This is an optimization exercise on Yosys and OpenROAD, whose aim is small area, a short achievable clock period and few clock cycles per item, not a production implementation. Only simulation tests tie the RTL to the original design; equivalence was not proved.

==> design/flow/constraint.sdc <==
create_clock -name core_clock -period 10.0 [get_ports {clk}]
set_input_delay 2.0000 -clock core_clock [delete_from_list [all_inputs] [get_ports {clk}]]
set_output_delay 2.0000 -clock core_clock [all_outputs]
set_load 0.01 [all_outputs]
==> design/flow/design.v <==
module csg_mix (
  input  logic        clk,
  input  logic        rst_n,
  input  logic        adv,
  input  logic        c_v,
  input  logic [4:0]  c_s,
  input  logic [9:0]  c_a,
  input  logic [3:0]  c_n,
  input  logic        c_sg,
  output logic        f_v,
  output logic signed [15:0] f_sum
);
  logic        p_sg;
  logic [9:0]  p_at;
  logic [24:0] p_g0, p_g1, p_g2, p_t, p_s1, p_c1, p_r0s, p_r0c, p_d;
  logic [10:0] p_dhi;
  logic [18:0] p_td;
  logic        p_cp, p_cm;
  always_comb begin
    p_sg = c_sg;
    p_at = p_sg ? ~c_a : c_a;
    case (p_at[2:0])
      3'd0: p_g0 = 25'h0;
      3'd1: p_g0 = 25'h12ba;
      3'd2: p_g0 = 25'h2573;
      3'd3: p_g0 = 25'h382d;
      3'd4: p_g0 = 25'h4ae7;
      3'd5: p_g0 = 25'h5da1;
      3'd6: p_g0 = 25'h705a;
      3'd7: p_g0 = 25'h8314;
      default: p_g0 = '0;
    endcase
    case (p_at[5:3])
      3'd0: p_g1 = 25'h0;
      3'd1: p_g1 = 25'h95ce;
      3'd2: p_g1 = 25'h12b9b;
      3'd3: p_g1 = 25'h1c169;
      3'd4: p_g1 = 25'h25736;
      3'd5: p_g1 = 25'h2ed04;
      3'd6: p_g1 = 25'h382d2;
      3'd7: p_g1 = 25'h4189f;
      default: p_g1 = '0;
    endcase
    case (p_at[8:6])
      3'd0: p_g2 = 25'h0;
      3'd1: p_g2 = 25'h4ae6d;
      3'd2: p_g2 = 25'h95cda;
      3'd3: p_g2 = 25'he0b46;
      3'd4: p_g2 = 25'h12b9b3;
      3'd5: p_g2 = 25'h176820;
      3'd6: p_g2 = 25'h1c168d;
      3'd7: p_g2 = 25'h20c4fa;
      default: p_g2 = '0;
    endcase
    case ({p_sg, c_n, c_a[9]})
      6'd0: p_t = 25'h1ed464d;
      6'd1: p_t = 25'h12b9b3;
      6'd2: p_t = 25'h1ee1d16;
      6'd3: p_t = 25'h13907c;
      6'd4: p_t = 25'h1eef3df;
      6'd5: p_t = 25'h146745;
      6'd6: p_t = 25'h1efcaa8;
      6'd7: p_t = 25'h153e0e;
      6'd8: p_t = 25'h1f0a171;
      6'd9: p_t = 25'h1614d7;
      6'd10: p_t = 25'h1f1783a;
      6'd11: p_t = 25'h16eba0;
      6'd12: p_t = 25'h1f24f03;
      6'd13: p_t = 25'h17c269;
      6'd14: p_t = 25'h1f325cc;
      6'd15: p_t = 25'h189932;
      6'd16: p_t = 25'h1f3fc95;
      6'd17: p_t = 25'h196ffb;
      6'd18: p_t = 25'h1f4d35e;
      6'd19: p_t = 25'h1a46c4;
      6'd20: p_t = 25'h1f5aa27;
      6'd21: p_t = 25'h1b1d8d;
      6'd22: p_t = 25'h1f680f0;
      6'd23: p_t = 25'h1bf456;
      6'd24: p_t = 25'h1f757b9;
      6'd25: p_t = 25'h1ccb1f;
      6'd26: p_t = 25'h1f82e82;
      6'd27: p_t = 25'h1da1e8;
      6'd28: p_t = 25'h1f9054b;
      6'd29: p_t = 25'h1e78b1;
      6'd30: p_t = 25'h1f9dc14;
      6'd31: p_t = 25'h1f4f7a;
      6'd32: p_t = 25'h1ed5907;
      6'd33: p_t = 25'h1ed5907;
      6'd34: p_t = 25'h1ec823e;
      6'd35: p_t = 25'h1ec823e;
      6'd36: p_t = 25'h1ebab75;
      6'd37: p_t = 25'h1ebab75;
      6'd38: p_t = 25'h1ead4ac;
      6'd39: p_t = 25'h1ead4ac;
      6'd40: p_t = 25'h1e9fde3;
      6'd41: p_t = 25'h1e9fde3;
      6'd42: p_t = 25'h1e9271a;
      6'd43: p_t = 25'h1e9271a;
      6'd44: p_t = 25'h1e85051;
      6'd45: p_t = 25'h1e85051;
      6'd46: p_t = 25'h1e77988;
      6'd47: p_t = 25'h1e77988;
      6'd48: p_t = 25'h1e6a2bf;
      6'd49: p_t = 25'h1e6a2bf;
      6'd50: p_t = 25'h1e5cbf6;
      6'd51: p_t = 25'h1e5cbf6;
      6'd52: p_t = 25'h1e4f52d;
      6'd53: p_t = 25'h1e4f52d;
      6'd54: p_t = 25'h1e41e64;
      6'd55: p_t = 25'h1e41e64;
      6'd56: p_t = 25'h1e3479b;
      6'd57: p_t = 25'h1e3479b;
      6'd58: p_t = 25'h1e270d2;
      6'd59: p_t = 25'h1e270d2;
      6'd60: p_t = 25'h1e19a09;
      6'd61: p_t = 25'h1e19a09;
      6'd62: p_t = 25'h1e0c340;
      6'd63: p_t = 25'h1e0c340;
      default: p_t = '0;
    endcase
    case (c_n)
      4'd0: p_td = 19'h47c13;
      4'd1: p_td = 19'h4878c;
      4'd2: p_td = 19'h49304;
      4'd3: p_td = 19'h49e7c;
      4'd4: p_td = 19'h4a9f5;
      4'd5: p_td = 19'h4b56d;
      4'd6: p_td = 19'h4c0e5;
      4'd7: p_td = 19'h4cc5e;
      4'd8: p_td = 19'h4d7d6;
      4'd9: p_td = 19'h4e34f;
      4'd10: p_td = 19'h4eec7;
      4'd11: p_td = 19'h4fa3f;
      4'd12: p_td = 19'h505b8;
      4'd13: p_td = 19'h51130;
      4'd14: p_td = 19'h51ca9;
      4'd15: p_td = 19'h52821;
      default: p_td = '0;
    endcase
    p_s1  = p_g0 ^ p_g1 ^ p_g2;
    p_c1  = ((p_g0 & p_g1) | (p_g0 & p_g2) | (p_g1 & p_g2)) << 1;
    p_r0s = p_s1 ^ p_c1 ^ p_t;
    p_r0c = ((p_s1 & p_c1) | (p_s1 & p_t) | (p_c1 & p_t)) << 1;
    p_dhi = p_td[18:8] + {1'b0, c_a};
    p_d   = {3'd0, p_dhi, p_td[7:0], 3'd0};
    p_cp = 1'b0;
    p_cm = 1'b0;
    case ({c_a, c_n})
      14'd510: p_cp = 1'b1;
      14'd1325: p_cm = 1'b1;
      14'd1915: p_cp = 1'b1;
      14'd2107: p_cp = 1'b1;
      14'd2379: p_cp = 1'b1;
      14'd2714: p_cp = 1'b1;
      14'd2724: p_cp = 1'b1;
      14'd2779: p_cp = 1'b1;
      14'd2801: p_cp = 1'b1;
      14'd2992: p_cp = 1'b1;
      14'd3098: p_cp = 1'b1;
      14'd3590: p_cp = 1'b1;
      14'd3675: p_cp = 1'b1;
      14'd3747: p_cp = 1'b1;
      14'd3768: p_cm = 1'b1;
      14'd5642: p_cp = 1'b1;
      14'd5844: p_cp = 1'b1;
      14'd6849: p_cp = 1'b1;
      14'd6918: p_cm = 1'b1;
      14'd7222: p_cm = 1'b1;
      14'd7362: p_cm = 1'b1;
      14'd7417: p_cm = 1'b1;
      default: ;
    endcase
  end
  logic [24:0] r0_s, r0_c;
  logic r0_p, r0_n;
  logic [24:0] r1_s, r1_c;
  logic r1_p, r1_n;
  logic [24:0] r2_s, r2_c;
  logic r2_p, r2_n;
  logic [24:0] r3_s, r3_c;
  logic r3_p, r3_n;
  logic [24:0] r4_s, r4_c;
  logic r4_p, r4_n;
  logic [24:0] r5_s, r5_c;
  logic r5_p, r5_n;
  logic [24:0] r6_s, r6_c;
  logic r6_p, r6_n;
  logic [24:0] r7_s, r7_c;
  logic r7_p, r7_n;
  logic [24:0] r8_s, r8_c;
  logic r8_p, r8_n;
  logic [24:0] r9_s, r9_c;
  logic r9_p, r9_n;
  logic [24:0] r10_s, r10_c;
  logic r10_p, r10_n;
  logic [24:0] r11_s, r11_c;
  logic r11_p, r11_n;
  logic [24:0] r12_s, r12_c;
  logic r12_p, r12_n;
  csg_div #(.WT(25), .L(22), .T(2)) u_srt0 (.s_in(p_r0s), .c_in(p_r0c), .d_in(p_d),
    .s_out(r0_s), .c_out(r0_c), .qp(r0_p), .qn(r0_n));
  logic b0_v, b0_sg, b0_cp, b0_cm;
  logic [4:0] b0_sq;
  logic [24:0] b0_s, b0_c, b0_d;
  logic signed [1:0] b0_q;
  always_ff @(posedge clk) begin
    if (!rst_n) b0_v <= 1'b0;
    else if (adv) b0_v <= c_v;
  end
  always_ff @(posedge clk) begin
    if (adv) begin
      b0_s[24:2] <= r0_s[24:2];
      b0_c[24:2] <= r0_c[24:2];
      b0_d[21:3] <= p_d[21:3];
      b0_sg <= p_sg;
      b0_sq <= c_s;
      b0_cp <= p_cp;
      b0_cm <= p_cm;
      b0_q <= $signed({1'b0, {r0_p}}) - $signed({1'b0, {r0_n}});
    end
  end
  assign b0_s[1:0] = '0;
  assign b0_c[1:0] = '0;
  assign b0_d[24:22] = '0;
  assign b0_d[2:0] = '0;
  csg_div #(.WT(25), .L(22), .T(3)) u_srt1 (.s_in(b0_s), .c_in(b0_c), .d_in(b0_d),
    .s_out(r1_s), .c_out(r1_c), .qp(r1_p), .qn(r1_n));
  csg_div #(.WT(25), .L(22), .T(4)) u_srt2 (.s_in(r1_s), .c_in(r1_c), .d_in(b0_d),
    .s_out(r2_s), .c_out(r2_c), .qp(r2_p), .qn(r2_n));
  logic b1_v, b1_sg, b1_cp, b1_cm;
  logic [4:0] b1_sq;
  logic [24:0] b1_s, b1_c, b1_d;
  logic signed [3:0] b1_q;
  always_ff @(posedge clk) begin
    if (!rst_n) b1_v <= 1'b0;
    else if (adv) b1_v <= b0_v;
  end
  always_ff @(posedge clk) begin
    if (adv) begin
      b1_s[24:4] <= r2_s[24:4];
      b1_c[24:4] <= r2_c[24:4];
      b1_d[21:5] <= b0_d[21:5];
      b1_sg <= b0_sg;
      b1_sq <= b0_sq;
      b1_cp <= b0_cp;
      b1_cm <= b0_cm;
      b1_q <= $signed({b0_q, {r1_p, r2_p}}) - $signed({1'b0, {r1_n, r2_n}});
    end
  end
  assign b1_s[3:0] = '0;
  assign b1_c[3:0] = '0;
  assign b1_d[24:22] = '0;
  assign b1_d[4:0] = '0;
  csg_div #(.WT(25), .L(22), .T(5)) u_srt3 (.s_in(b1_s), .c_in(b1_c), .d_in(b1_d),
    .s_out(r3_s), .c_out(r3_c), .qp(r3_p), .qn(r3_n));
  csg_div #(.WT(25), .L(22), .T(6)) u_srt4 (.s_in(r3_s), .c_in(r3_c), .d_in(b1_d),
    .s_out(r4_s), .c_out(r4_c), .qp(r4_p), .qn(r4_n));
  logic b2_v, b2_sg, b2_cp, b2_cm;
  logic [4:0] b2_sq;
  logic [24:0] b2_s, b2_c, b2_d;
  logic signed [5:0] b2_q;
  always_ff @(posedge clk) begin
    if (!rst_n) b2_v <= 1'b0;
    else if (adv) b2_v <= b1_v;
  end
  always_ff @(posedge clk) begin
    if (adv) begin
      b2_s[24:6] <= r4_s[24:6];
      b2_c[24:6] <= r4_c[24:6];
      b2_d[21:7] <= b1_d[21:7];
      b2_sg <= b1_sg;
      b2_sq <= b1_sq;
      b2_cp <= b1_cp;
      b2_cm <= b1_cm;
      b2_q <= $signed({b1_q, {r3_p, r4_p}}) - $signed({1'b0, {r3_n, r4_n}});
    end
  end
  assign b2_s[5:0] = '0;
  assign b2_c[5:0] = '0;
  assign b2_d[24:22] = '0;
  assign b2_d[6:0] = '0;
  csg_div #(.WT(25), .L(22), .T(7)) u_srt5 (.s_in(b2_s), .c_in(b2_c), .d_in(b2_d),
    .s_out(r5_s), .c_out(r5_c), .qp(r5_p), .qn(r5_n));
  csg_div #(.WT(25), .L(22), .T(8)) u_srt6 (.s_in(r5_s), .c_in(r5_c), .d_in(b2_d),
    .s_out(r6_s), .c_out(r6_c), .qp(r6_p), .qn(r6_n));
  logic b3_v, b3_sg, b3_cp, b3_cm;
  logic [4:0] b3_sq;
  logic [24:0] b3_s, b3_c, b3_d;
  logic signed [7:0] b3_q;
  always_ff @(posedge clk) begin
    if (!rst_n) b3_v <= 1'b0;
    else if (adv) b3_v <= b2_v;
  end
  always_ff @(posedge clk) begin
    if (adv) begin
      b3_s[24:8] <= r6_s[24:8];
      b3_c[24:8] <= r6_c[24:8];
      b3_d[21:9] <= b2_d[21:9];
      b3_sg <= b2_sg;
      b3_sq <= b2_sq;
      b3_cp <= b2_cp;
      b3_cm <= b2_cm;
      b3_q <= $signed({b2_q, {r5_p, r6_p}}) - $signed({1'b0, {r5_n, r6_n}});
    end
  end
  assign b3_s[7:0] = '0;
  assign b3_c[7:0] = '0;
  assign b3_d[24:22] = '0;
  assign b3_d[8:0] = '0;
  csg_div #(.WT(25), .L(22), .T(9)) u_srt7 (.s_in(b3_s), .c_in(b3_c), .d_in(b3_d),
    .s_out(r7_s), .c_out(r7_c), .qp(r7_p), .qn(r7_n));
  csg_div #(.WT(25), .L(22), .T(10)) u_srt8 (.s_in(r7_s), .c_in(r7_c), .d_in(b3_d),
    .s_out(r8_s), .c_out(r8_c), .qp(r8_p), .qn(r8_n));
  logic b4_v, b4_sg, b4_cp, b4_cm;
  logic [4:0] b4_sq;
  logic [24:0] b4_s, b4_c, b4_d;
  logic signed [9:0] b4_q;
  always_ff @(posedge clk) begin
    if (!rst_n) b4_v <= 1'b0;
    else if (adv) b4_v <= b3_v;
  end
  always_ff @(posedge clk) begin
    if (adv) begin
      b4_s[24:10] <= r8_s[24:10];
      b4_c[24:10] <= r8_c[24:10];
      b4_d[21:11] <= b3_d[21:11];
      b4_sg <= b3_sg;
      b4_sq <= b3_sq;
      b4_cp <= b3_cp;
      b4_cm <= b3_cm;
      b4_q <= $signed({b3_q, {r7_p, r8_p}}) - $signed({1'b0, {r7_n, r8_n}});
    end
  end
  assign b4_s[9:0] = '0;
  assign b4_c[9:0] = '0;
  assign b4_d[24:22] = '0;
  assign b4_d[10:0] = '0;
  csg_div #(.WT(25), .L(22), .T(11)) u_srt9 (.s_in(b4_s), .c_in(b4_c), .d_in(b4_d),
    .s_out(r9_s), .c_out(r9_c), .qp(r9_p), .qn(r9_n));
  csg_div #(.WT(25), .L(22), .T(12)) u_srt10 (.s_in(r9_s), .c_in(r9_c), .d_in(b4_d),
    .s_out(r10_s), .c_out(r10_c), .qp(r10_p), .qn(r10_n));
  logic b5_v, b5_sg, b5_cp, b5_cm;
  logic [4:0] b5_sq;
  logic [24:0] b5_s, b5_c, b5_d;
  logic signed [11:0] b5_q;
  always_ff @(posedge clk) begin
    if (!rst_n) b5_v <= 1'b0;
    else if (adv) b5_v <= b4_v;
  end
  always_ff @(posedge clk) begin
    if (adv) begin
      b5_s[24:12] <= r10_s[24:12];
      b5_c[24:12] <= r10_c[24:12];
      b5_d[21:13] <= b4_d[21:13];
      b5_sg <= b4_sg;
      b5_sq <= b4_sq;
      b5_cp <= b4_cp;
      b5_cm <= b4_cm;
      b5_q <= $signed({b4_q, {r9_p, r10_p}}) - $signed({1'b0, {r9_n, r10_n}});
    end
  end
  assign b5_s[11:0] = '0;
  assign b5_c[11:0] = '0;
  assign b5_d[24:22] = '0;
  assign b5_d[12:0] = '0;
  csg_div #(.WT(25), .L(22), .T(13)) u_srt11 (.s_in(b5_s), .c_in(b5_c), .d_in(b5_d),
    .s_out(r11_s), .c_out(r11_c), .qp(r11_p), .qn(r11_n));
  csg_div #(.WT(25), .L(22), .T(14)) u_srt12 (.s_in(r11_s), .c_in(r11_c), .d_in(b5_d),
    .s_out(r12_s), .c_out(r12_c), .qp(r12_p), .qn(r12_n));
  logic b6_v, b6_sg, b6_cp, b6_cm;
  logic [4:0] b6_sq;
  logic [24:0] b6_s, b6_c, b6_d;
  logic signed [13:0] b6_q;
  always_ff @(posedge clk) begin
    if (!rst_n) b6_v <= 1'b0;
    else if (adv) b6_v <= b5_v;
  end
  always_ff @(posedge clk) begin
    if (adv) begin
      b6_s[24:14] <= r12_s[24:14];
      b6_c[24:14] <= r12_c[24:14];
      b6_sg <= b5_sg;
      b6_sq <= b5_sq;
      b6_cp <= b5_cp;
      b6_cm <= b5_cm;
      b6_q <= $signed({b5_q, {r11_p, r12_p}}) - $signed({1'b0, {r11_n, r12_n}});
    end
  end
  assign b6_s[13:0] = '0;
  assign b6_c[13:0] = '0;
  assign b6_d = '0;
  logic [24:0] f_rem;
  logic        f_neg;
  logic [15:0] f_x, f_ka, f_kb, f_a, f_b, f_p;
  logic [11:0] f_psq;
  always_comb begin
    f_rem = b6_s + b6_c;
    f_neg = f_rem[24];
    f_x   = 16'(b6_sg ? ~b6_q : b6_q);
    case ({b6_sg, b6_cp, b6_cm})
      3'b010:  begin f_ka = 16'd1; f_kb = 16'd0; end
      3'b001:  begin f_ka = 16'hffff; f_kb = 16'hfffe; end
      3'b110:  begin f_ka = 16'd0; f_kb = 16'd1; end
      3'b101:  begin f_ka = 16'd2; f_kb = 16'd3; end
      3'b100:  begin f_ka = 16'd1; f_kb = 16'd2; end
      default: begin f_ka = 16'd0; f_kb = 16'hffff; end
    endcase
    f_p   = {4'b0, f_psq} + f_x;
    f_a   = f_p + f_ka;
    f_b   = f_p + f_kb;
    f_sum = f_neg ? f_b : f_a;
  end
  always_comb begin
    case (b6_sq)
      5'd0: f_psq = 12'd0;
      5'd1: f_psq = 12'd139;
      5'd2: f_psq = 12'd276;
      5'd3: f_psq = 12'd409;
      5'd4: f_psq = 12'd539;
      5'd5: f_psq = 12'd666;
      5'd6: f_psq = 12'd790;
      5'd7: f_psq = 12'd912;
      5'd8: f_psq = 12'd1030;
      5'd9: f_psq = 12'd1146;
      5'd10: f_psq = 12'd1260;
      5'd11: f_psq = 12'd1371;
      5'd12: f_psq = 12'd1480;
      5'd13: f_psq = 12'd1586;
      5'd14: f_psq = 12'd1690;
      5'd15: f_psq = 12'd1792;
      5'd16: f_psq = 12'd1892;
      5'd17: f_psq = 12'd1990;
      5'd18: f_psq = 12'd2086;
      5'd19: f_psq = 12'd2179;
      5'd20: f_psq = 12'd2272;
      5'd21: f_psq = 12'd2362;
      5'd22: f_psq = 12'd2450;
      5'd23: f_psq = 12'd2537;
      5'd24: f_psq = 12'd2622;
      5'd25: f_psq = 12'd2706;
      5'd26: f_psq = 12'd2788;
      5'd27: f_psq = 12'd2868;
      5'd28: f_psq = 12'd2947;
      5'd29: f_psq = 12'd3025;
      5'd30: f_psq = 12'd3101;
      5'd31: f_psq = 12'd0;
      default: f_psq = '0;
    endcase
  end
  assign f_v = b6_v;
endmodule
module csg_div #(
  parameter integer WT = 25,
  parameter integer L  = 22,
  parameter integer T  = 1
) (
  input  logic [WT-1:0] s_in,
  input  logic [WT-1:0] c_in,
  input  logic [WT-1:0] d_in,
  output logic [WT-1:0] s_out,
  output logic [WT-1:0] c_out,
  output logic          qp,
  output logic          qn
);
  localparam logic [WT-1:0] MASK = {WT{1'b1}} << T;
  logic [WT-1:0] s2, c2, dj, y, mj;
  logic [WT-L:0] ea, eb, est;
  logic          neg, zer;
  always_comb begin
    s2  = {s_in[WT-2:0], 1'b0} & MASK;
    c2  = {c_in[WT-2:0], 1'b0} & MASK;
    dj  = d_in & MASK;
    ea  = s2[WT-1:L-1];
    eb  = c2[WT-1:L-1];
    est = ea + eb;
    neg = est[WT-L];
    zer = &(ea ^ eb);            
    qp  = !neg;
    qn  = neg && !zer;
    y   = {WT{!zer}} & (neg ? dj : (~dj & MASK));
    mj  = (s2 & c2) | (s2 & y) | (c2 & y);
    s_out = s2 ^ c2 ^ y;
    c_out = {mj[WT-2:0], 1'b0} | (WT'(qp) << T);
  end
endmodule
module chiptune_sound_generator (
  input  logic        clk,
  input  logic        rst_n,
  input  logic        in_valid,
  output logic        in_stall,
  input  logic [1:0]  in_kind,
  input  logic [1:0]  in_voice,
  input  logic [23:0] in_phase_step,
  input  logic [3:0]  in_noise_rate,
  output logic        out_valid,
  input  logic        out_stall,
  output logic signed [15:0] out_sample,
  input  logic        psel,
  input  logic        penable,
  input  logic        pwrite,
  input  logic [4:0]  paddr,
  input  logic [31:0] pwdata,
  output logic [31:0] prdata,
  output logic        pready
);
  localparam logic [31:0] DUTY_ROWS = {8'b1111_1001, 8'b0001_1110,
                                       8'b0000_0110, 8'b0000_0010};
  localparam logic [191:0] NOISE_PERIODS = {
    12'd4068, 12'd2034, 12'd1016, 12'd762, 12'd508, 12'd380, 12'd254, 12'd202,
    12'd160, 12'd128, 12'd96, 12'd64, 12'd32, 12'd16, 12'd8, 12'd4};
  function automatic logic [8:0] env_step(input logic [8:0] e, input logic [3:0] period);
    logic [8:0] r;
    r = e;
    if (e[0]) begin
      r = {4'd15, period, 1'b0};
    end else if (e[8:5] != 4'd0) begin
      if (e[4:1] <= 4'd1) begin
        r[4:1] = period;
        r[8:5] = e[8:5] - 4'd1;
      end else begin
        r[4:1] = e[4:1] - 4'd1;
      end
    end
    env_step = r;
  endfunction
  logic [1:0] duty_a_r, duty_b_r;
  logic [3:0] env_per0_r, env_per1_r, env_per2_r;
  logic [23:0] sq_phase0_r, sq_phase1_r, sq_step0_r, sq_step1_r;
  logic [23:0] tri_phase_r, tri_step_r;
  logic        tri_on_r;
  logic [8:0]  env0_r, env1_r, env2_r;
  logic [14:0] nz_shift_r;
  logic [3:0]  nz_rate_r;
  logic [11:0] nz_count_r;
  logic        out_valid_r;
  logic signed [15:0] out_sample_r;
  logic [3:0]  prdata_r;
  logic in_acc, cfg_wr, adv, cap;
  assign in_stall = out_valid_r && out_stall;
  assign in_acc   = in_valid && !in_stall;
  assign cap      = in_acc && (in_kind == 2'd0);
  assign pready   = 1'b1;
  assign cfg_wr   = psel && penable && pwrite;
  assign out_valid  = out_valid_r;
  assign out_sample = out_sample_r;
  assign adv      = !in_stall;
  always_ff @(posedge clk) begin
    if (!rst_n) begin
      duty_a_r   <= 2'd1;
      duty_b_r   <= 2'd2;
      env_per0_r <= 4'd12;
      env_per1_r <= 4'd9;
      env_per2_r <= 4'd2;
    end else if (cfg_wr) begin
      case (paddr[4:2])
        3'd0: duty_a_r   <= pwdata[1:0];
        3'd1: duty_b_r   <= pwdata[1:0];
        3'd2: env_per0_r <= pwdata[3:0];
        3'd3: env_per1_r <= pwdata[3:0];
        3'd4: env_per2_r <= pwdata[3:0];
        default: ;
      endcase
    end
  end
  always_ff @(posedge clk) begin
    case (paddr[4:2])
      3'd0: prdata_r <= {2'd0, duty_a_r};
      3'd1: prdata_r <= {2'd0, duty_b_r};
      3'd2: prdata_r <= env_per0_r;
      3'd3: prdata_r <= env_per1_r;
      3'd4: prdata_r <= env_per2_r;
      default: prdata_r <= 4'd0;
    endcase
  end
  assign prdata = {28'd0, prdata_r};
  logic [3:0]  lvl_a, lvl_b, lvl_n;
  logic [9:0]  tri_a;
  logic [12:0] nz_c;
  logic        nz_clk;
  logic [14:0] nz_shift_nxt;
  logic [4:0]  s_new;
  always_comb begin
    lvl_a = DUTY_ROWS[{duty_a_r, sq_phase0_r[23:21]}] ? env0_r[8:5] : 4'd0;
    lvl_b = DUTY_ROWS[{duty_b_r, sq_phase1_r[23:21]}] ? env1_r[8:5] : 4'd0;
    s_new = 5'(lvl_a) + 5'(lvl_b);
    if (!tri_on_r)            tri_a = 10'd256;
    else if (tri_phase_r[23]) tri_a = {1'b0, tri_phase_r[22:14]};
    else tri_a = 10'd512 - (10'(tri_phase_r[22:14]) + 10'(|tri_phase_r[13:0]));
    nz_c   = {1'b0, nz_count_r} + 13'd1;
    nz_clk = nz_c >= {1'b0, NOISE_PERIODS[12*nz_rate_r +: 12]};
    nz_shift_nxt = nz_clk ? {nz_shift_r[0] ^ nz_shift_r[1], nz_shift_r[14:1]} : nz_shift_r;
    lvl_n  = nz_shift_nxt[0] ? env2_r[8:5] : 4'd0;
  end
  always_ff @(posedge clk) begin
    if (!rst_n) begin
      sq_phase0_r <= '0;
      sq_phase1_r <= '0;
      sq_step0_r  <= '0;
      sq_step1_r  <= '0;
      tri_phase_r <= '0;
      tri_step_r  <= '0;
      tri_on_r    <= 1'b1;
      env0_r      <= 9'd1;
      env1_r      <= 9'd1;
      env2_r      <= 9'd1;
      nz_shift_r  <= '0;
      nz_rate_r   <= '0;
      nz_count_r  <= '0;
    end else if (in_acc) begin
      case (in_kind)
        2'd0: begin
          sq_phase0_r <= sq_phase0_r + sq_step0_r;
          sq_phase1_r <= sq_phase1_r + sq_step1_r;
          if (tri_on_r) tri_phase_r <= tri_phase_r + tri_step_r;
          nz_shift_r <= nz_shift_nxt;
          nz_count_r <= nz_clk ? 12'd0 : nz_c[11:0];
        end
        2'd1: begin
          env0_r <= env_step(env0_r, env_per0_r);
          env1_r <= env_step(env1_r, env_per1_r);
          env2_r <= env_step(env2_r, env_per2_r);
        end
        2'd2: begin
          case (in_voice)
            2'd0: begin
              sq_step0_r  <= in_phase_step;
              sq_phase0_r <= '0;
              env0_r[0]   <= 1'b1;
            end
            2'd1: begin
              sq_step1_r  <= in_phase_step;
              sq_phase1_r <= '0;
              env1_r[0]   <= 1'b1;
            end
            2'd2: begin
              tri_on_r    <= 1'b1;
              tri_step_r  <= in_phase_step;
              tri_phase_r <= '0;
            end
            default: begin
              nz_shift_r <= 15'd1;
              nz_rate_r  <= in_noise_rate;
              env2_r[0]  <= 1'b1;
            end
          endcase
        end
        default: begin
          case (in_voice)
            2'd0: env0_r[8:5] <= 4'd0;
            2'd1: env1_r[8:5] <= 4'd0;
            2'd2: tri_on_r <= 1'b0;
            default: env2_r[8:5] <= 4'd0;
          endcase
        end
      endcase
    end
  end
  logic       c_v;
  logic [4:0] c_s;
  logic [9:0] c_a;
  logic [3:0] c_n;
  logic       c_sg;
  logic [10:0] sg_sum;
  logic       sg_new;
  always_comb begin
    case (env2_r[8:5])
      4'd0: sg_sum = {1'b0, tri_a} + 11'h700;
      4'd1: sg_sum = {1'b0, tri_a} + 11'h70b;
      4'd2: sg_sum = {1'b0, tri_a} + 11'h716;
      4'd3: sg_sum = {1'b0, tri_a} + 11'h722;
      4'd4: sg_sum = {1'b0, tri_a} + 11'h72d;
      4'd5: sg_sum = {1'b0, tri_a} + 11'h739;
      4'd6: sg_sum = {1'b0, tri_a} + 11'h744;
      4'd7: sg_sum = {1'b0, tri_a} + 11'h750;
      4'd8: sg_sum = {1'b0, tri_a} + 11'h75b;
      4'd9: sg_sum = {1'b0, tri_a} + 11'h767;
      4'd10: sg_sum = {1'b0, tri_a} + 11'h772;
      4'd11: sg_sum = {1'b0, tri_a} + 11'h77e;
      4'd12: sg_sum = {1'b0, tri_a} + 11'h789;
      4'd13: sg_sum = {1'b0, tri_a} + 11'h795;
      4'd14: sg_sum = {1'b0, tri_a} + 11'h7a0;
      4'd15: sg_sum = {1'b0, tri_a} + 11'h7ac;
      default: sg_sum = '0;
    endcase
    sg_new = nz_shift_nxt[0] ? sg_sum[10] : (tri_a[9:8] == 2'd0);
  end
  always_ff @(posedge clk) begin
    if (!rst_n)   c_v <= 1'b0;
    else if (adv) c_v <= cap;
  end
  always_ff @(posedge clk) begin
    if (adv) begin
      c_s  <= s_new;
      c_a  <= tri_a;
      c_n  <= lvl_n;
      c_sg <= sg_new;
    end
  end
  logic        f_v;
  logic signed [15:0] f_sum;
  csg_mix u_mix (.clk(clk), .rst_n(rst_n), .adv(adv), .c_v(c_v), .c_s(c_s), .c_a(c_a),
                 .c_n(c_n), .c_sg(c_sg), .f_v(f_v), .f_sum(f_sum));
  always_ff @(posedge clk) begin
    if (!rst_n)   out_valid_r <= 1'b0;
    else if (adv) out_valid_r <= f_v;
  end
  always_ff @(posedge clk) begin
    if (adv) out_sample_r <= f_sum;
  end
endmodule
==> design/flow/config.mk <==
export PLATFORM = sky130hd
export DESIGN_NAME = chiptune_sound_generator
export DESIGN_NICKNAME = chiptune_sound_generator
export VERILOG_FILES = /design/flow/design.v
export SDC_FILE = /design/flow/constraint.sdc
export NUM_CORES = 4
export LEC_CHECK = 0
export ABC_AREA = 1
export CAP_MARGIN = 20
export CORE_MARGIN = 2
export CORE_UTILIZATION = 40
export CTS_BUF_LIST = sky130_fd_sc_hd__clkbuf_8
export SETUP_SLACK_MARGIN = 5
export SLEW_MARGIN = 20
==> design/flow/run.sh <==
#!/bin/bash
# synth_recipe.tcl (not shown) runs the flow's synth.tcl, then flattens the netlist and writes it again
# the make line also repeats each setting of config.mk as NAME=value (left out here)
make -C /OpenROAD-flow-scripts/flow DESIGN_CONFIG=/design/flow/config.mk WORK_HOME=/design/flow/orfs CLKGATE_MAP_FILE= SYNTH_SCRIPT=/design/flow/synth_recipe.tcl finish
==> impl_metrics.py, run 1 <==
metrics = {
    "status": {
        "status": "timing/DRC/antenna clean",
    },
    "placement": {
        "dp_cells": 6396,
        "place_hpwl_um": 76300,
        "port-buffer-count": 67,
        "dp_slack_ns": 3.811,
        "gp_congestion": 0.9098,
    },
    "critical_path": {
        "arrival_ns": 2.94,
        "start_kind": "primary input",
        "end_kind": "output port",
        "crit_fanout": 18,
        "crit_required_ns": 8.00,
        "setup.worst_path.class": "primary input to output port",
    },
    "cts": {
        "numCtsBuffers": 119,
        "clockBufferDepth": 3,
        "clkLatencyLatePin_ns": 0.77,
        "cts_hold_buf": 0,
        "cts_tree": "done",
        "cts_max_level": 3,
        "clock-sinks": 718,
        "root_buffer": "clkbuf_8",
        "clk_pin_slew_ns": 0.06,
    },
    "floorplan": {
        "dieHeight_um": 338.7,
        "fp.dieW_um": 338.7,
        "placementRows": 122,
        "die_area_mm2": 0.1147,
        "core_area_mm2": 0.1108,
        "ios": 127,
        "start_util_pct": 40.43,
    },
    "timing": {
        "fmax_ghz": 0.2026,
        "worst_pin_slew_ns": 0.9992,
        "min_period_over_period_pct": 49.37,
        "setup_violations": 0,
        "rsz0062_at_grt": "false",
        "final.setup.tns_ns": 0,
        "slew_viol_final": 0,
        "worst_slack_ns": 5.063,
        "slew_headroom_pct": 33.39,
        "fin_crit_ns": 4.937,
        "hold_violations": 0,
        "fin_hold_ws_ns": 0.3982,
        "skew_ns": 0.05594,
    },
    "route": {
        "routedWlPerCell_um": 15.30,
        "drtPass1Iterations": 6,
        "drc": 0,
        "routed-via-count": 33360,
        "totalWireLength_um": 101300,
        "drt-vias-per-instance": 5.039,
        "first_iter_violations": 2202,
        "ant_nets": 0,
    },
    "synthesis": {
        "synth_top_cells_by_area": "edfxtp_1 31%, dfxtp_1 12%, fa_1 11%, ha_1 7.5%, nand2_1 7.0%",
        "ys_seq_area_share_pct": 42.32,
        "synthCells": 4958,
        "ys_top_cells_by_count": "832 x nand2_1, 585 x inv_1, 460 x a21oi_1",
        "synth_edf_count": 458,
        "async_reset_ff_share_pct": 0,
        "syn_avg_cell_area_um2": 9.036,
        "yosys_warnings": 41,
        "synth_flop_cell": "edfxtp_1",
        "syn-cell-area_mm2": 0.04480,
        "yosysTopAreaCellShare_pct": 30.70,
        "post-synth-top-count-cell": "nand2_1",
        "ys_seq_elements": 718,
        "yosysTopAreaCell": "edfxtp_1",
        "netlist-cell-type-count": 69,
    },
    "global_route": {
        "first_global_vias": 32610,
        "grtUsageTotal_pct": 17.37,
        "grt_max_degree": 132,
        "grt-ovfl-total": 0,
        "antenna_found_initial": 2,
        "grt_pass1_wl_um": 165500,
    },
    "final_layout": {
        "n_fill_cell": 10760,
        "multi_input_area_mm2": 0.02292,
        "area_growth_pct": 10.24,
        "drive_gt1_share_pct": 6.491,
        "layout.nets": 5617,
        "fin_cells": 6620,
        "regArea_mm2": 0.01896,
    },
    "job": {
        "drv_cap": 0,
    },
    "min_path": {
        "min_path_type": "flop to flop",
    },
}
[worst paths after layout]
path	from	to	slack (ns)	cells past startpoint
setup / recovery	out_stall	in_stall	5.06	4
hold / removal	u_mix.b3_sq[3]	u_mix.b4_sq[3]	0.40	0
setup reg to reg	c_sg	u_mix.b0_s[3]	5.24	16
hold reg to reg	u_mix.b3_sq[3]	u_mix.b4_sq[3]	0.40	0
[critical path, stage by stage]
cell,delay [ns]
buf_4,0.17
nand2_8,0.10
clkinv_16,0.12
clkdlybuf4s50_1,0.54
[final cells by class]
class / count / share of cell area [%]
multi-input combinational: 3505 / 46.41
sequential: 718 / 38.39
inverter: 603 / 4.646
clock buffer: 148 / 4.124
tap: 1488 / 3.770
timing repair buffer: 87 / 1.700
clock inverter: 69 / 0.9500
antenna: 2 / 0.01013
[placed cells by master, fill, tap and decap left out, types with 14 or more instances in the layout]
master,instances
a21oi_1,460
o21ai_2,21
clkinv_2,14
nand3b_1,20
clkbuf_8,148
buf_4,19
inv_1,622
fa_1,238
nand4_1,59
nor3_1,47
nor2_1,439
xnor2_1,38
o21ai_1,24
o21ai_0,454
ha_1,269
clkdlybuf4s50_1,65
a31oi_1,15
conb_1,29
o211ai_1,17
edfxtp_1,458
a211oi_1,19
xor2_1,74
nand3_1,240
mux2i_1,15
nand2_2,23
or2_2,34
nand2_1,829
dfxtp_1,260
[sequential cells by signal, summed over array words and instances, names as in the netlist, 19 cells and up]
| name | cells |
|---|---|
| sq_phase0_r | 24 |
| sq_phase1_r | 24 |
| sq_step0_r | 24 |
| sq_step1_r | 24 |
| tri_phase_r | 24 |
| tri_step_r | 24 |
| u_mix.b0_c | 22 |
| u_mix.b0_s | 22 |
| u_mix.b1_c | 20 |
| u_mix.b1_s | 20 |
| u_mix.b0_d | 19 |
[cells by family after synthesis]
logic type | count (synthesis) | synth area share, %
buf+inv | 764 | 6.879
mux | 17 | 0.3938
flops | 718 | 42.32
xor+xnor | 115 | 2.265
simple gates | 1748 | 16.93
other cells | 2 | 0.01676
compound gates | 1087 | 13.05
fa+ha+maj | 507 | 18.15
[metal layers]
layer	vias to the layer above	wire [um]	track usage [%]
met5	-	0	0
met1	15640	45630	22.58
met4	0	2252	4.907
met2	705	49200	30.33
li1	16860	-	-
met3	155	4197	2.148
[metrics by stage]
stage	utilization [%]	area (um^2)
global route	44.56	49390
global placement	42.20	46760
detailed placement	42.20	46760
finish	44.57	49390
floorplan	-	44920
CTS	44.50	49310
[repair_timing]
action	in CTS	in global routing
setup buffers	0	2
resized for setup	11	10
endpoints found under the setup margin	23	46
gates cloned	2	0
pin swaps	1	0
Testbench counts, summed over its fixed seeds: cycles 9,670, items 7,530.
==> run 2, diff against run 1 <==
--- a/design/flow/config.mk
+++ b/design/flow/config.mk
@@ -6,9 +6,10 @@
 export NUM_CORES = 4
 export LEC_CHECK = 0
 export ABC_AREA = 1
+export ABC_CLOCK_PERIOD_IN_PS = 4000
 export CAP_MARGIN = 20
 export CORE_MARGIN = 2
 export CORE_UTILIZATION = 40
-export CTS_BUF_LIST = sky130_fd_sc_hd__clkbuf_8
+export CTS_BUF_LIST = sky130_fd_sc_hd__clkbuf_4 sky130_fd_sc_hd__clkbuf_8
 export SETUP_SLACK_MARGIN = 5
 export SLEW_MARGIN = 20
==> impl_metrics.py, run 2 <==
metrics = {
    "route": {
        "totalWireLength_um": 101300,
        "drc": 0,
        "routedWlPerCell_um": 15.30,
        "drtPass1Iterations": 6,
        "ant_nets": 0,
        "first_iter_violations": 2138,
        "drt-vias-per-instance": 5.046,
        "routed-via-count": 33400,
    },
    "placement": {
        "dpl-instance-area_mm2": 0.04676,
        "gp_congestion": 0.9098,
        "place_hpwl_um": 76300,
        "port-buffer-count": 67,
    },
    "critical_path": {
        "crit_fanout": 18,
        "cp_slowest_cell": "clkdlybuf4s50_1",
        "path_cells": "buf_4 -> nand2_8 -> clkinv_16 -> clkdlybuf4s50_1",
        "reg2reg_slack_ns": 5.24,
        "start_kind": "primary input",
        "arrival_ns": 2.94,
        "worst-path-buf-inv": 3,
        "r2r-end": "u_mix.b0_s[3]",
        "reg2reg_from": "c_sg",
        "cp_top_family": "buffers and inverters",
        "rr_worst_depth": 16,
        "setup.worst_path.class": "primary input to output port",
        "end_kind": "output port",
        "critical_path.max_stage_delay_ns": 0.54,
        "crit_required_ns": 8.00,
    },
    "final_layout": {
        "stdcell_area_mm2": 0.04953,
        "layout.nets": 5617,
        "area_growth_pct": 10.55,
        "layout_common_cells": "829 x nand2_1, 585 x inv_1, 460 x a21oi_1, 458 x edfxtp_1, 455 x o21ai_0",
        "drive_gt1_share_pct": 7.212,
        "n_fill_cell": 10740,
        "fin_util_pct": 44.69,
        "final_common_cell": "nand2_1",
    },
    "cts": {
        "cts_tree": "done",
        "clk_pin_slew_ns": 0.06,
        "cts_max_level": 3,
        "clock-sinks": 718,
        "root_buffer": "clkbuf_8",
        "numCtsBuffers": 119,
        "clockBufferDepth": 3,
        "clkLatencyLatePin_ns": 0.77,
    },
    "synthesis": {
        "syn_avg_cell_area_um2": 9.036,
        "yosysTopAreaCell": "edfxtp_1",
        "synthCells": 4958,
        "synth_edf_count": 458,
        "ys_seq_elements": 718,
        "ys_top_cells_by_count": "832 x nand2_1, 585 x inv_1, 460 x a21oi_1",
        "synth_top_cells_by_area": "edfxtp_1 31%, dfxtp_1 12%, fa_1 11%, ha_1 7.5%, nand2_1 7.0%",
        "async_reset_ff_share_pct": 0,
        "synth_flop_cell": "edfxtp_1",
        "syn-cell-area_mm2": 0.04480,
        "post-synth-top-count-cell": "nand2_1",
        "yosys_warnings": 41,
        "ys_seq_area_share_pct": 42.32,
        "yosysTopAreaCellShare_pct": 30.70,
        "netlist-cell-type-count": 69,
    },
    "status": {
        "status": "timing/DRC/antenna clean",
    },
    "timing": {
        "fmax_ghz": 0.2026,
        "slew_viol_final": 0,
        "rsz0062_at_grt": "false",
        "fin_crit_ns": 4.936,
        "min_period_over_period_pct": 49.36,
        "skew_ns": 0.05672,
        "slew_headroom_pct": 32.77,
        "worst_pin_slew_ns": 1.008,
        "hold_violations": 0,
        "final.setup.tns_ns": 0,
        "setup_violations": 0,
    },
    "floorplan": {
        "dieHeight_um": 338.7,
        "start_util_pct": 40.43,
        "ios": 127,
        "placementRows": 122,
        "die_area_mm2": 0.1147,
        "fp.dieW_um": 338.7,
        "core_area_mm2": 0.1108,
    },
    "global_route": {
        "antenna_found_initial": 2,
        "grtUsageTotal_pct": 17.36,
        "grt_max_degree": 132,
        "first_global_vias": 32610,
        "grt-ovfl-total": 0,
        "grt_pass1_wl_um": 165500,
    },
    "job": {
        "drv_cap": 0,
    },
    "min_path": {
        "min_path_type": "flop to flop",
        "holdPathStages": 0,
        "hold_end": "u_mix.b4_sq[3]",
        "hp-start": "u_mix.b3_sq[3]",
    },
}
==> run 2: cell counts after synthesis <==
Identical to the previous run, type by type.
==> run 2: worst max-delay path by stage <==
stage	start	to	slack, ns	cells past startpoint
6_report	out_stall	in_stall	5.06	4
5_1_grt	c_sg	u_mix.b0_s[21]	4.98	16
4_1_cts	out_stall	in_stall	4.89	4
3_5_place_dp	out_stall	in_stall	3.81	4
3_3_place_gp	out_stall	in_stall	3.80	4
2_1_floorplan	out_stall	u_mix.p_td[8]	5.37	10
==> run 2: logic make-up (layout without fill, tap and decap cells) <==
group,Yosys count,after routing,share of synthesized area [%]
flip-flops,718,718,42.32
other,2,31,0.01676
adder cells (fa/ha/maj),507,507,18.15
AO/OA/AOI/OAI,1087,1087,13.05
XOR/XNOR,115,115,2.265
AND/OR/NAND/NOR,1748,1750,16.93
multiplexers,17,17,0.3938
buffers and inverters,764,907,6.879
==> run 2: layout make-up <==
cell class | instances | area [um^2] | share of cell area [%]
multi-input cells | 3505 | 22920 | 46.28
inverters | 603 | 2295 | 4.633
flip-flops and latches | 718 | 18960 | 38.28
clock buffers | 185 | 2315 | 4.674
well taps | 1488 | 1862 | 3.759
repair buffers | 87 | 839.6 | 1.695
diodes | 2 | 5.005 | 0.01011
clock inverters | 32 | 330.3 | 0.6669
==> run 2: worst reg2reg max path, cell delays in order (launching register included) <==
cell and delay (ns):
edfxtp_1 0.50, buf_4 0.30, xnor2_2 0.33, inv_1 0.14, ha_1 0.36, o21ai_0 0.18, inv_1 0.07, ha_1 0.22
fa_1 0.45, ha_1 0.21, a31oi_1 0.19, or2_1 0.12, nand2_1 0.10, nor2_1 0.22, clkinv_2 0.32, o21ai_0 0.36
fa_1 0.46
==> run 2: layer usage <==
layer / global-route usage [%] / share of wire [%]
met5: 0 / 0
met4: 4.935 / 2.2
met3: 2.153 / 3.9
met2: 30.30 / 49
met1: 22.58 / 45
==> run 2: timing repair <==
item	CTS	global route
pin swaps	1	0
cloned	2	0
endpoints found under the setup margin	23	46
hold buffers	0	0
resized for setup	12	7
setup buffers	0	2
==> run 2: metrics by stage <==
stage	std cells	setup slack, ns	hold WS (ns)
2_1_floorplan	4985	5.367	0.4003
3_3_place_gp	6396	3.805	0.4023
3_5_place_dp	6396	3.811	0.4045
4_1_cts	6615	4.886	0.3974
5_1_grt	6619	4.978	0.3949
6_report	6620	5.064	0.3989
==> run 3, diff against run 2 <==
--- a/design/flow/design.v
+++ b/design/flow/design.v
@@ -537,14 +537,14 @@
   logic signed [15:0] out_sample_r;
   logic [3:0]  prdata_r;
   logic in_acc, cfg_wr, adv, cap;
-  assign in_stall = out_valid_r && out_stall;
-  assign in_acc   = in_valid && !in_stall;
+  assign in_stall = out_stall;
+  assign in_acc   = in_valid && !out_stall;
   assign cap      = in_acc && (in_kind == 2'd0);
   assign pready   = 1'b1;
   assign cfg_wr   = psel && penable && pwrite;
   assign out_valid  = out_valid_r;
   assign out_sample = out_sample_r;
-  assign adv      = !in_stall;
+  assign adv      = !(out_valid_r && out_stall);
   always_ff @(posedge clk) begin
     if (!rst_n) begin
       duty_a_r   <= 2'd1;
==> design/flow/config.mk (replaced) <==
export PLATFORM = sky130hd
export DESIGN_NAME = chiptune_sound_generator
export DESIGN_NICKNAME = chiptune_sound_generator
export VERILOG_FILES = /design/flow/design.v
export SDC_FILE = /design/flow/constraint.sdc
export NUM_CORES = 4
export LEC_CHECK = 0
export ABC_AREA = 1
export CAP_MARGIN = 20
export CORE_MARGIN = 2
export CORE_UTILIZATION = 40
export CTS_BUF_LIST = sky130_fd_sc_hd__clkbuf_8
export SETUP_SLACK_MARGIN = 4.5
export SLEW_MARGIN = 20
==> impl_metrics.py, run 3 <==
metrics = {
    "status": {
        "status": "timing/DRC/antenna clean",
    },
    "floorplan": {
        "die_area_mm2": 0.1151,
        "core_area_mm2": 0.1111,
        "placementRows": 122,
        "start_util_pct": 40.46,
        "dieHeight_um": 339.3,
        "fp.dieW_um": 339.3,
        "ios": 127,
    },
    "synthesis": {
        "synthCells": 4987,
        "ys_seq_area_share_pct": 42.17,
        "yosys_warnings": 41,
        "synth_edf_count": 458,
        "post-synth-top-count-cell": "nand2_1",
        "async_reset_ff_share_pct": 0,
        "syn_avg_cell_area_um2": 9.015,
        "ys_seq_elements": 718,
        "yosysTopAreaCellShare_pct": 30.59,
        "ys_top_cells_by_count": "833 x nand2_1, 660 x inv_1, 523 x a21oi_1",
        "synth_flop_cell": "edfxtp_1",
        "syn-cell-area_mm2": 0.04496,
        "synth_top_cells_by_area": "edfxtp_1 31%, dfxtp_1 12%, fa_1 11%, ha_1 7.5%, nand2_1 7.0%",
        "yosysTopAreaCell": "edfxtp_1",
        "netlist-cell-type-count": 67,
    },
    "min_path": {
        "min_path_type": "flop to flop",
    },
    "final_layout": {
        "layout_common_cells": "832 x nand2_1, 694 x inv_1, 523 x a21oi_1, 463 x o21ai_0, 458 x edfxtp_1",
        "layout.nets": 5655,
        "stdcell_area_mm2": 0.04960,
        "drive_gt1_share_pct": 6.262,
        "final_common_cell": "nand2_1",
        "area_growth_pct": 10.33,
    },
    "route": {
        "drc": 0,
        "first_iter_violations": 1950,
        "ant_nets": 0,
        "routed-via-count": 33700,
        "drtPass1Iterations": 8,
        "routedWlPerCell_um": 15.72,
        "totalWireLength_um": 104800,
        "drt-vias-per-instance": 5.057,
    },
    "cts": {
        "clock-sinks": 718,
        "clk_pin_slew_ns": 0.06,
        "cts_tree": "done",
        "cts_max_level": 4,
        "cts_setup_buffers": 0,
        "clockBufferDepth": 3,
        "root_buffer": "clkbuf_8",
        "clkLatencyLatePin_ns": 0.81,
        "numCtsBuffers": 130,
        "cts_hold_buf": 0,
    },
    "critical_path": {
        "end_kind": "flop",
        "start_kind": "flop",
        "setup.worst_path.class": "flop to flop",
        "arrival_ns": 5.68,
        "crit_fanout": 18,
        "crit_required_ns": 10.50,
    },
    "timing": {
        "min_period_over_period_pct": 51.80,
        "skew_ns": 0.04654,
        "hold_violations": 0,
        "slew_viol_final": 0,
        "setup_violations": 0,
        "slew_headroom_pct": 35.73,
        "worst_pin_slew_ns": 0.9641,
        "fin_hold_ws_ns": 0.4080,
        "fmax_ghz": 0.1931,
        "rsz0062_at_grt": "false",
        "fin_crit_ns": 5.180,
        "worst_slack_ns": 4.820,
        "final.setup.tns_ns": 0,
    },
    "placement": {
        "place_hpwl_um": 78560,
        "dpl-instance-area_mm2": 0.04699,
        "port-buffer-count": 67,
        "gp_congestion": 0.9283,
        "dp_slack_ns": 4.599,
    },
    "global_route": {
        "grt-ovfl-total": 0,
        "first_global_vias": 32810,
        "grtUsageTotal_pct": 18.20,
        "antenna_found_initial": 2,
        "grt_max_degree": 169,
        "grt_pass1_wl_um": 171200,
    },
    "job": {
        "drv_cap": 0,
    },
}
-- run 3: changes by cell type in the layout (fill, tap and decap cells not counted), moves of 6 or more --
cell      previous run  this run
clkbuf_4            37         0
clkinv_1             8        21
nand2_2             23        15
o21ai_1             23        17
o21ai_2             21        12
o21ai_0            455       463
clkbuf_8           148       141
nand3_2              8        17
a21oi_1            460       523
nor2_1             439       322
nand3_1            240       254
inv_1              585       694
-- run 3: logic make-up (layout without fill, tap and decap cells) --
| group | after synthesis | count (layout) | synth area share (%) |
|---|---|---|---|
| mux | 16 | 16 | 0.3618 |
| fa+ha+maj | 507 | 507 | 18.08 |
| buf+inv | 836 | 996 | 7.414 |
| simple gates | 1647 | 1647 | 16.10 |
| compound gates | 1152 | 1152 | 13.74 |
| xor+xnor | 109 | 109 | 2.123 |
| other cells | 2 | 31 | 0.01670 |
| flops | 718 | 718 | 42.17 |
-- run 3: worst paths after layout --
kind,from,endpoint,slack [ns],depth (start not counted)
max,c_a[9],u_mix.b0_s[21],4.82,16
min,u_mix.b0_cp,u_mix.b1_cp,0.41,0
max reg2reg,c_a[9],u_mix.b0_s[21],4.82,16
min reg2reg,u_mix.b0_cp,u_mix.b1_cp,0.41,0
-- run 3: cell type report --
type	count	area, um^2
fillers	10850	61520
flip-flops and latches	718	18960
repair buffers	89	863.3
well taps	1488	1862
clock buffers	141	1941
multi-input cells	3460	22790
diodes	2	5.005
clock inverters	93	654.4
inverters	673	2535
-- run 3: what timing repair did --
action | in CTS | in global routing
gates resized for setup | 0 | 1
hold endpoints to repair | 0 | 0
endpoints found under the setup margin | 0 | 3
-- run 3: per-layer routing --
layer	routed length (um)	share of wire [%]	track usage [%]	up-vias
li1	-	-	-	17020
met1	47450	45	23.72	15830
met5	0	0	0	-
met3	4278	4.1	2.767	166
met4	2551	2.4	5.725	0
met2	50480	48	31.11	685
-- run 3: through the flow --
step	utilization [%]	cells
2_1_floorplan	-	5014
3_3_place_gp	42.28	6427
3_5_place_dp	42.28	6427
4_1_cts	44.62	6661
5_1_grt	44.64	6664
6_report	44.64	6664
-- run 3: worst max-delay path, stage by stage (launching register included) --
cell,delay (ns)
edfxtp_1,0.70
clkinvlp_4,0.46
ha_1,0.41
nor2_1,0.35
nand2_1,0.10
nand3_1,0.11
o22ai_1,0.17
fa_1,0.56
ha_1,0.21
a31oi_1,0.19
or2_2,0.13
nand2_1,0.09
nand2_1,0.11
clkinv_1,0.46
nand2_1,0.20
o21ai_0,0.14
fa_1,0.52
Testbench counts of run 3, summed over its fixed seeds: cycles 9,670, items 7,530.
==> run 4, diff against run 3 <==
--- a/design/flow/config.mk
+++ b/design/flow/config.mk
@@ -10,5 +10,5 @@
 export CORE_MARGIN = 2
 export CORE_UTILIZATION = 40
 export CTS_BUF_LIST = sky130_fd_sc_hd__clkbuf_8
-export SETUP_SLACK_MARGIN = 4.5
+export SETUP_SLACK_MARGIN = 5
 export SLEW_MARGIN = 20
==> impl_metrics.py, run 4 <==
metrics = {
    "final_layout": {
        "layout.nets": 5668,
        "final_common_cell": "nand2_1",
        "regArea_mm2": 0.01896,
        "layout_common_cells": "831 x nand2_1, 698 x inv_1, 523 x a21oi_1, 463 x o21ai_0, 458 x edfxtp_1",
        "n_fill_cell": 10840,
        "area_growth_pct": 10.38,
        "fin_util_pct": 44.66,
        "fin_cells": 6681,
        "multi_input_area_mm2": 0.02282,
        "drive_gt1_share_pct": 6.664,
    },
    "timing": {
        "fmax_ghz": 0.2053,
        "setup_violations": 0,
        "slew_viol_final": 0,
        "fin_hold_ws_ns": 0.4139,
        "final.setup.tns_ns": 0,
        "hold_violations": 0,
        "rsz0062_at_grt": "true",
        "slew_headroom_pct": 27.85,
        "skew_ns": 0.04641,
        "worst_pin_slew_ns": 1.082,
        "min_period_over_period_pct": 48.71,
        "fin_crit_ns": 4.871,
    },
    "floorplan": {
        "placementRows": 122,
        "start_util_pct": 40.46,
        "fp.dieW_um": 339.3,
        "dieHeight_um": 339.3,
        "ios": 127,
        "core_area_mm2": 0.1111,
        "die_area_mm2": 0.1151,
    },
    "status": {
        "status": "timing/DRC/antenna clean",
    },
    "cts": {
        "cts_max_level": 4,
        "numCtsBuffers": 131,
        "clockBufferDepth": 3,
        "cts_tree": "done",
        "clock-sinks": 718,
        "clk_pin_slew_ns": 0.06,
        "clkLatencyLatePin_ns": 0.81,
        "root_buffer": "clkbuf_8",
    },
    "critical_path": {
        "critical_path.max_stage_delay_ns": 0.57,
        "worst-path-buf-inv": 2,
        "crit_required_ns": 8.00,
        "end_kind": "output port",
        "setup.worst_path.class": "primary input to output port",
        "crit_fanout": 3,
        "cp_top_family": "buffers and inverters",
        "path_cells": "dlygate4sd2_1 -> clkdlybuf4s50_1",
        "arrival_ns": 2.87,
        "cp_slowest_cell": "clkdlybuf4s50_1",
        "start_kind": "primary input",
    },
    "synthesis": {
        "synthXorXnorAreaFrac_pct": 2.123,
        "async_reset_ff_share_pct": 0,
        "synth_top_cells_by_area": "edfxtp_1 31%, dfxtp_1 12%, fa_1 11%, ha_1 7.5%, nand2_1 7.0%",
        "syn_avg_cell_area_um2": 9.015,
        "yosysTopAreaCell": "edfxtp_1",
        "synth_top_family_by_area": "adder cells",
        "ys_seq_area_share_pct": 42.17,
        "synth_fa_ha_area_share_pct": 18.08,
        "yosys.area_share.simple_pct": 16.10,
        "yosys_warnings": 41,
        "ys_top_cells_by_count": "833 x nand2_1, 660 x inv_1, 523 x a21oi_1",
        "synth.area.mux_share_pct": 0.3618,
        "synth-compound-area-share_pct": 13.74,
        "syn-cell-area_mm2": 0.04496,
        "synth_flop_cell": "edfxtp_1",
        "yosysTopAreaCellShare_pct": 30.59,
        "synth_edf_count": 458,
        "post-synth-top-count-cell": "nand2_1",
        "ys_seq_elements": 718,
        "netlist-cell-type-count": 67,
        "synthCells": 4987,
    },
    "job": {
        "drv_cap": 0,
    },
    "route": {
        "routedWlPerCell_um": 15.64,
        "drtPass1Iterations": 5,
        "routed-via-count": 33740,
        "drc": 0,
        "drt-vias-per-instance": 5.050,
        "first_iter_violations": 2175,
        "ant_nets": 0,
        "totalWireLength_um": 104500,
    },
    "global_route": {
        "grt_pass1_wl_um": 170800,
        "grt_max_degree": 182,
        "antenna_found_initial": 2,
        "first_global_vias": 33040,
        "grtUsageTotal_pct": 18.06,
        "grt-ovfl-total": 0,
    },
    "min_path": {
        "min_path_type": "flop to flop",
    },
    "placement": {
        "port-buffer-count": 67,
        "dp_cells": 6427,
        "gp_congestion": 0.9156,
        "place_hpwl_um": 78210,
    },
}
-- run 4: what timing repair did --
item                                    4_1_cts  5_1_grt
gates cloned                                  0        1
setup buffers                                 0       12
gates resized for setup                       2       10
hold buffers                                  0        0
endpoints found under the setup margin       36       69
-- run 4: logic make-up after synthesis --
logic type                 count (synthesis)
muxes                                     16
DFF                                      718
adders and majority gates                507
xor gates and xnor gates                 109
and+or+nand+nor                         1647
buffers and inverters                    836
AOI/OAI and AO/OA                       1152
other                                      2
-- run 4: worst paths after layout --
path / startpoint / endpoint / cells past startpoint / slack [ns]
max: out_stall / in_stall / 2 / 5.13
min: u_mix.b4_sq[1] / u_mix.b5_sq[1] / 0 / 0.41
max reg2reg: u_mix.b2_s[22] / u_mix.b3_s[21] / 20 / 5.30
min reg2reg: u_mix.b4_sq[1] / u_mix.b5_sq[1] / 0 / 0.41
-- run 4: cell type report --
cell class	instances	share of cell area (%)
multi-input cells	3460	45.98
well taps	1488	3.752
inverters	673	5.133
clock buffers	138	3.827
repair buffers	100	1.914
flip-flops and latches	718	38.20
diodes	1	0.005042
clock inverters	102	1.177
repair inverters	1	0.01008
-- run 4: layer usage --
layer | track usage (%) | wire length (um) | up-vias
li1 | - | - | 17020
met1 | 23.63 | 47690 | 15960
met2 | 30.71 | 50430 | 593
met3 | 2.442 | 3695 | 167
met4 | 6.278 | 2661 | 0
met5 | 0 | 0 | -
-- run 4: metrics by stage --
stage,area [um^2],setup WS [ns]
after floorplan,45080,5.035
after global placement,46990,4.680
after detailed placement,46990,4.626
after CTS,49470,5.013
after global routing,49630,4.972
final,49630,5.129
==> run 5, diff against run 4 <==
--- a/design/flow/design.v
+++ b/design/flow/design.v
@@ -119,25 +119,7 @@
       6'd63: p_t = 25'h1e0c340;
       default: p_t = '0;
     endcase
-    case (c_n)
-      4'd0: p_td = 19'h47c13;
-      4'd1: p_td = 19'h4878c;
-      4'd2: p_td = 19'h49304;
-      4'd3: p_td = 19'h49e7c;
-      4'd4: p_td = 19'h4a9f5;
-      4'd5: p_td = 19'h4b56d;
-      4'd6: p_td = 19'h4c0e5;
-      4'd7: p_td = 19'h4cc5e;
-      4'd8: p_td = 19'h4d7d6;
-      4'd9: p_td = 19'h4e34f;
-      4'd10: p_td = 19'h4eec7;
-      4'd11: p_td = 19'h4fa3f;
-      4'd12: p_td = 19'h505b8;
-      4'd13: p_td = 19'h51130;
-      4'd14: p_td = 19'h51ca9;
-      4'd15: p_td = 19'h52821;
-      default: p_td = '0;
-    endcase
+    p_td = 19'({19'h52821, 19'h51ca9, 19'h51130, 19'h505b8, 19'h4fa3f, 19'h4eec7, 19'h4e34f, 19'h4d7d6, 19'h4cc5e, 19'h4c0e5, 19'h4b56d, 19'h4a9f5, 19'h49e7c, 19'h49304, 19'h4878c, 19'h47c13} >> (19 * c_n));
     p_s1  = p_g0 ^ p_g1 ^ p_g2;
     p_c1  = ((p_g0 & p_g1) | (p_g0 & p_g2) | (p_g1 & p_g2)) << 1;
     p_r0s = p_s1 ^ p_c1 ^ p_t;
@@ -411,43 +393,8 @@
     f_b   = f_p + f_kb;
     f_sum = f_neg ? f_b : f_a;
   end
-  always_comb begin
-    case (b6_sq)
-      5'd0: f_psq = 12'd0;
-      5'd1: f_psq = 12'd139;
-      5'd2: f_psq = 12'd276;
-      5'd3: f_psq = 12'd409;
-      5'd4: f_psq = 12'd539;
-      5'd5: f_psq = 12'd666;
-      5'd6: f_psq = 12'd790;
-      5'd7: f_psq = 12'd912;
-      5'd8: f_psq = 12'd1030;
-      5'd9: f_psq = 12'd1146;
-      5'd10: f_psq = 12'd1260;
-      5'd11: f_psq = 12'd1371;
-      5'd12: f_psq = 12'd1480;
-      5'd13: f_psq = 12'd1586;
-      5'd14: f_psq = 12'd1690;
-      5'd15: f_psq = 12'd1792;
-      5'd16: f_psq = 12'd1892;
-      5'd17: f_psq = 12'd1990;
-      5'd18: f_psq = 12'd2086;
-      5'd19: f_psq = 12'd2179;
-      5'd20: f_psq = 12'd2272;
-      5'd21: f_psq = 12'd2362;
-      5'd22: f_psq = 12'd2450;
-      5'd23: f_psq = 12'd2537;
-      5'd24: f_psq = 12'd2622;
-      5'd25: f_psq = 12'd2706;
-      5'd26: f_psq = 12'd2788;
-      5'd27: f_psq = 12'd2868;
-      5'd28: f_psq = 12'd2947;
-      5'd29: f_psq = 12'd3025;
-      5'd30: f_psq = 12'd3101;
-      5'd31: f_psq = 12'd0;
-      default: f_psq = '0;
-    endcase
-  end
+  localparam logic [383:0] PSQ = {12'd0, 12'd3101, 12'd3025, 12'd2947, 12'd2868, 12'd2788, 12'd2706, 12'd2622, 12'd2537, 12'd2450, 12'd2362, 12'd2272, 12'd2179, 12'd2086, 12'd1990, 12'd1892, 12'd1792, 12'd1690, 12'd1586, 12'd1480, 12'd1371, 12'd1260, 12'd1146, 12'd1030, 12'd912, 12'd790, 12'd666, 12'd539, 12'd409, 12'd276, 12'd139, 12'd0};
+  assign f_psq = PSQ[12*b6_sq +: 12];
   assign f_v = b6_v;
 endmodule
 module csg_div #(
==> impl_metrics.py, run 5 <==
metrics = {
    "critical_path": {
        "crit_fanout": 3,
        "reg2reg_from": "u_mix.b6_sq[1]",
        "arrival_ns": 2.92,
        "reg2reg_slack_ns": 5.30,
        "start_kind": "primary input",
        "end_kind": "output port",
        "cp_top_family": "buffers and inverters",
        "rr_worst_depth": 22,
        "crit_required_ns": 8.00,
    },
    "synthesis": {
        "yosys.area_share.simple_pct": 16.40,
        "ys_seq_elements": 690,
        "synth_top_cells_by_area": "edfxtp_1 31%, fa_1 11%, dfxtp_1 11%, ha_1 7.6%, nand2_1 7.1%",
        "yosysTopAreaCellShare_pct": 31.22,
        "async_reset_ff_share_pct": 0,
        "synth_flop_cell": "edfxtp_1",
        "netlist-cell-type-count": 65,
        "post-synth-top-count-cell": "nand2_1",
        "ys_top_cells_by_count": "833 x nand2_1, 592 x inv_1, 561 x a21oi_1",
        "synthCells": 4908,
        "ys_seq_area_share_pct": 41.76,
        "synthXorXnorAreaFrac_pct": 2.207,
    },
    "final_layout": {
        "fin_cells": 6534,
        "area_growth_pct": 10.90,
        "regArea_mm2": 0.01840,
        "n_fill_cell": 10500,
        "multi_input_area_mm2": 0.02281,
        "final_common_cell": "nand2_1",
        "drive_gt1_share_pct": 6.819,
        "layout.nets": 5598,
    },
    "timing": {
        "rsz0062_at_grt": "false",
        "skew_ns": 0.06121,
        "slew_viol_final": 0,
        "fmax_ghz": 0.2031,
        "fin_hold_ws_ns": 0.3957,
        "worst_pin_slew_ns": 1.056,
        "slew_headroom_pct": 29.63,
        "setup_violations": 0,
        "hold_violations": 0,
    },
    "cts": {
        "numCtsBuffers": 119,
        "clk_pin_slew_ns": 0.06,
        "cts_tree": "done",
        "cts_max_level": 3,
        "clkLatencyLatePin_ns": 0.79,
    },
    "floorplan": {
        "dieHeight_um": 335.9,
        "placementRows": 121,
        "fp.dieW_um": 335.9,
        "die_area_mm2": 0.1128,
        "core_area_mm2": 0.1090,
    },
    "placement": {
        "port-buffer-count": 67,
        "dp_cells": 6274,
        "gp_congestion": 0.9334,
    },
    "min_path": {
        "holdPathStages": 0,
        "hp-start": "u_mix.b3_sq[1]",
    },
    "route": {
        "first_iter_violations": 2350,
        "drtPass1Iterations": 6,
        "routedWlPerCell_um": 16.36,
        "drc": 0,
        "routed-via-count": 33460,
    },
    "status": {
        "status": "timing/DRC/antenna clean",
    },
    "global_route": {
        "first_global_vias": 32610,
        "grt_pass1_wl_um": 172200,
        "grt_max_degree": 218,
        "grt-ovfl-total": 0,
    },
    "job": {
        "drv_cap": 0,
    },
}
## run 5: through the flow
stage	setup slack, ns	util (%)	area, um^2
detailed placement	4.282	42.18	45970
finish	5.076	44.82	48850
floorplan	5.068	-	44170
global placement	4.327	42.18	45970
global route	5.012	44.82	48850
CTS	4.962	44.45	48460
## run 5: cell families after synthesis
| family | count (synthesis) |
|---|---|
| buf+inv | 773 |
| other cells | 2 |
| flops | 690 |
| fa+ha+maj | 506 |
| simple gates | 1669 |
| mux | 5 |
| xor+xnor | 111 |
| compound gates | 1152 |
## run 5: routing by layer
layer,GRT usage [%],routed length [um],part of all wire [%],vias up
met1,25.45,49440,46,15670
met3,2.659,4901,4.6,179
li1,-,-,-,16880
met4,6.574,3060,2.9,0
met2,31.28,49500,46,726
met5,0,0,0,-
## run 5: how the worst max path moves through the flow
stage,from,to,cells after the start
finish,out_stall,in_stall,2
global placement,c_n[2],u_mix.b0_s[10],18
global route,c_n[2],u_mix.b0_s[10],19
detailed placement,c_n[2],u_mix.b0_s[3],18
CTS,c_sg,u_mix.b0_s[10],19
floorplan,out_stall,u_mix.b6_v,4
## run 5: area by class of cell
type	instances	area share (%)
tap	1414	3.621
clock buffer	130	3.662
timing repair buffer	118	2.249
timing repair inverter	1	0.01024
antenna	2	0.01024
sequential	690	37.66
clock inverter	93	1.332
inverter	614	4.766
multi-input combinational	3472	46.69
## run 5: what timing repair did
action	CTS	global route
pin swaps	0	2
endpoints found under the hold margin	0	0
cloned	0	1
resized for setup	10	28
setup endpoints to repair	44	73
setup buffers	2	31
Testbench counts of run 5, summed over its fixed seeds: cycles 9,670, items 7,530.

[afterwards: timing with drivers on the ports]
In the flow no input, the clock included, has a driving cell. The finished layouts below were timed again as built, in two steps. Step 1 assumes that a clkbuf_16 drives the clock port and a buf_2 every other input. Step 2, shift: input delay + t, output delay - t, t = (earliest + latest rising clock arrival at the registers) / 2. This alone moves slack from input paths to output paths. Slacks: ideal ports / drivers / drivers and shift; pairs: ideal ports / drivers.
run	shift t [ns]	setup slack, ns	clock arrival spread, ns	slew at the worst register clock pin (ns)	worst data-port slew with drivers (ns)
run 1	0.798	5.063 / 5.024 / 4.655	0.064 / 0.064	0.07 / 0.07	0.07
run 2	0.799	5.064 / 5.025 / 4.659	0.065 / 0.065	0.07 / 0.07	0.07
run 3	0.843	4.820 / 4.820 / 4.650	0.067 / 0.066	0.07 / 0.07	0.12
run 4	0.851	5.129 / 5.107 / 4.744	0.048 / 0.047	0.07 / 0.07	0.09
run 5	0.823	5.076 / 5.055 / 4.596	0.065 / 0.065	0.07 / 0.07	0.12
After both steps setup and hold are still met in every run listed. For run 5, which loses most, drivers alone change the setup slack by -0.021 ns; drivers and shift together by -0.480 ns.
